Context: an optimization exercise on an open-source flow, tuned for small area, a short achievable clock period and few clock cycles per item. The choices shown serve that exercise and are no tape-out recipe. In this exercise RTL edits were held to simulation tests only and were not proved equivalent to the original. No activity file was given, so power comes from the tool's default toggle rates.

## radix_integer_text_parser
module radix_integer_text_parser #(
  parameter int ACC_WIDTH    = rtip_pkg::ACC_WIDTH_DEF,
  parameter int OFFSET_WIDTH = rtip_pkg::OFFSET_WIDTH_DEF,
  parameter int OUT_W        = ((ACC_WIDTH + OFFSET_WIDTH + 7) / 8) * 8
) (
  input  logic                               clk,
  input  logic                               rst,
  input  logic                               cfg_valid,
  output logic                               cfg_ready,
  input  logic [rtip_pkg::CFG_INDEX_W-1:0]   cfg_index,
  input  logic [rtip_pkg::CFG_DATA_W-1:0]    cfg_data,
  input  logic                               s_axis_tvalid,
  output logic                               s_axis_tready,
  input  logic [rtip_pkg::CHAR_W-1:0]        s_axis_tdata,
  input  logic                               s_axis_tlast,
  output logic                               m_axis_tvalid,
  input  logic                               m_axis_tready,
  output logic [OUT_W-1:0]                   m_axis_tdata
);
Size in the first run: roughly 1200 cells after synthesis, about 120 flip-flops, about 9400 um2 of cells after synthesis.
export LEC_CHECK = 0
export CAP_MARGIN = 20
export CORE_MARGIN = 2
export CORE_UTILIZATION = 55
export CTS_BUF_LIST = sky130_fd_sc_hd__clkbuf_4
export PLACE_DENSITY = 0.75
export SETUP_SLACK_MARGIN = 5
export SLEW_MARGIN = 20
create_clock -name core_clock -period 9.0 [get_ports {clk}]
standard.sh (not shown) runs the stock make flow with config.mk's settings and CLKGATE_MAP_FILE= SYNTH_SCRIPT=/design/flow/synth_recipe.tcl, a recipe that flattens the netlist after the stock synthesis.
==> flow/flow/run.sh <==
#!/bin/bash
set -euo pipefail
bash standard.sh \
  "BUFFER_PORTS_ARGS=-buffer_cell sky130_fd_sc_hd__buf_1" \
  finish > make.log 2>&1
The baseline completed with no timing, DRC or antenna violations.
Testbench counts at the start, summed over its fixed seeds: cycles 28,666, chars 28,066.
Edit:
==> flow/run.sh (new file) <==
#!/bin/bash
# synth_recipe.tcl (not shown) runs the flow's synth.tcl, then flattens the netlist and writes it again
# the make line also repeats each setting of config.mk as NAME=value (left out here)
make -C /OpenROAD-flow-scripts/flow DESIGN_CONFIG=/design/flow/config.mk WORK_HOME=/design/flow/orfs CLKGATE_MAP_FILE= SYNTH_SCRIPT=/design/flow/synth_recipe.tcl finish
--- a/flow/config.mk
+++ b/flow/config.mk
@@ -10,3 +10,3 @@
 export CORE_UTILIZATION = 55
-export CTS_BUF_LIST = sky130_fd_sc_hd__clkbuf_4
+export CTS_BUF_LIST = sky130_fd_sc_hd__clkbuf_8
 export PLACE_DENSITY = 0.75
removed: flow/flow/run.sh
removed: flow/standard.sh
After rerunning: The changed run produced a clean layout. Synthesized area is unchanged. Clock skew barely changes. Worst hold slack gets worse by 10 ps. Wire length came out higher by a few percent.
Edit:
==> flow/flow/run.sh (new file) <==
#!/bin/bash
# The standard layout, with the smallest buffer on the ports and a tighter setup repair
# target. Each make step keeps its own log under orfs/logs; make's output goes to make.log.
set -euo pipefail
bash standard.sh \
  "BUFFER_PORTS_ARGS=-buffer_cell sky130_fd_sc_hd__buf_1" \
  SETUP_SLACK_MARGIN=5 \
  finish > make.log 2>&1
==> flow/standard.sh (new file) <==
#!/bin/bash
# synth_recipe.tcl (not shown) runs the flow's synth.tcl, then flattens the netlist and writes it again
# the make line also repeats each setting of config.mk as NAME=value (left out here)
make -C /OpenROAD-flow-scripts/flow DESIGN_CONFIG=/design/flow/config.mk WORK_HOME=/design/flow/orfs CLKGATE_MAP_FILE= SYNTH_SCRIPT=/design/flow/synth_recipe.tcl "${@:-finish}"
--- a/flow/config.mk
+++ b/flow/config.mk
@@ -9,5 +9,5 @@
 export CORE_MARGIN = 2
-export CORE_UTILIZATION = 55
+export CORE_UTILIZATION = 65
 export CTS_BUF_LIST = sky130_fd_sc_hd__clkbuf_8
-export PLACE_DENSITY = 0.75
+export PLACE_DENSITY = 0.85
 export SETUP_SLACK_MARGIN = 5
removed: flow/run.sh
What happened:
- The new run passed the timing, DRC and antenna checks
- worst setup slack is better by 150 ps
- power decreases by a few percent
- clock-buffer cell count increases by 1
- routed wire length stays flat
Edit:
--- a/flow/config.mk
+++ b/flow/config.mk
@@ -9,6 +9,5 @@
 export CORE_MARGIN = 2
-export CORE_UTILIZATION = 65
-export CTS_BUF_LIST = sky130_fd_sc_hd__clkbuf_8
-export PLACE_DENSITY = 0.85
+export CORE_UTILIZATION = 40
 export SETUP_SLACK_MARGIN = 5
 export SLEW_MARGIN = 20
+export TNS_END_PERCENT = 0
- The changed run ran to the end with no violations
- worst hold slack loses 8.9 ps
- maximum frequency went down by 2.7%
- first-iteration DRC count climbs by 6.0%
- final cell count came out higher by 9.1%
Edit:
--- a/flow/config.mk
+++ b/flow/config.mk
@@ -9,5 +9,6 @@
 export CORE_MARGIN = 2
-export CORE_UTILIZATION = 40
+export CORE_UTILIZATION = 65
+export CTS_BUF_LIST = sky130_fd_sc_hd__clkbuf_4
+export PLACE_DENSITY = 0.85
 export SETUP_SLACK_MARGIN = 5
 export SLEW_MARGIN = 20
-export TNS_END_PERCENT = 0
Sequential share of layout area goes up by 1.1 points.
Total power goes down by 20%.
Combinational power barely changes.
Critical path depth does not change.
Via count goes up by 2.9%.
Edit:
--- a/flow/config.mk
+++ b/flow/config.mk
@@ -9,5 +9,4 @@
 export CORE_MARGIN = 2
-export CORE_UTILIZATION = 65
-export CTS_BUF_LIST = sky130_fd_sc_hd__clkbuf_4
-export PLACE_DENSITY = 0.85
+export CORE_UTILIZATION = 40
+export CTS_BUF_LIST = sky130_fd_sc_hd__clkbuf_4 sky130_fd_sc_hd__clkbuf_8
 export SETUP_SLACK_MARGIN = 5
Effect:
- The new run passed the timing, DRC and antenna checks
- worst setup slack gets worse by 59 ps
- global-route usage shrinks by 11 points
- worst hold slack loses 10 ps
- fmax falls slightly
- count of clock-buffer cells in the layout falls by 1
- via count goes down by a few percent
- total power rises by roughly a tenth
- final cell count went up by roughly a tenth

## what the ideal ports hide
The flow's constraints put no driver on any port. The routed layouts listed below were extracted and timed again, unchanged, in two steps. Step 1 assumes that a clkbuf_16 drives the clock port and a buf_2 every other input. Step 2 also shifts input and output timing later by t, the mid clock arrival at the registers, as if the neighbouring blocks saw the same clock. Slacks: ideal / step 1 / step 2; pairs: ideal / step 1.
run	shift t [ns]	setup WS [ns]	worst setup path at the end	clock arrival spread, ns
the first run	0.593	5.164 / 5.164 / 4.835	input to register	0.015 / 0.015
the second run	0.495	5.034 / 5.034 / 4.868	input to register	0.016 / 0.016
the third run	0.486	5.184 / 5.184 / 4.768	input to register	0.010 / 0.010
the fourth run	0.454	5.077 / 5.077 / 4.861	input to register	0.012 / 0.012
the fifth run	0.605	5.180 / 5.180 / 4.794	input to register	0.017 / 0.017
the sixth run	0.475	5.120 / 5.120 / 5.119	input to register	0.013 / 0.013
After both steps setup and hold are still met in every run listed. For the third run, which loses most, drivers alone change the setup slack by 0.000 ns; drivers and shift together by -0.416 ns.
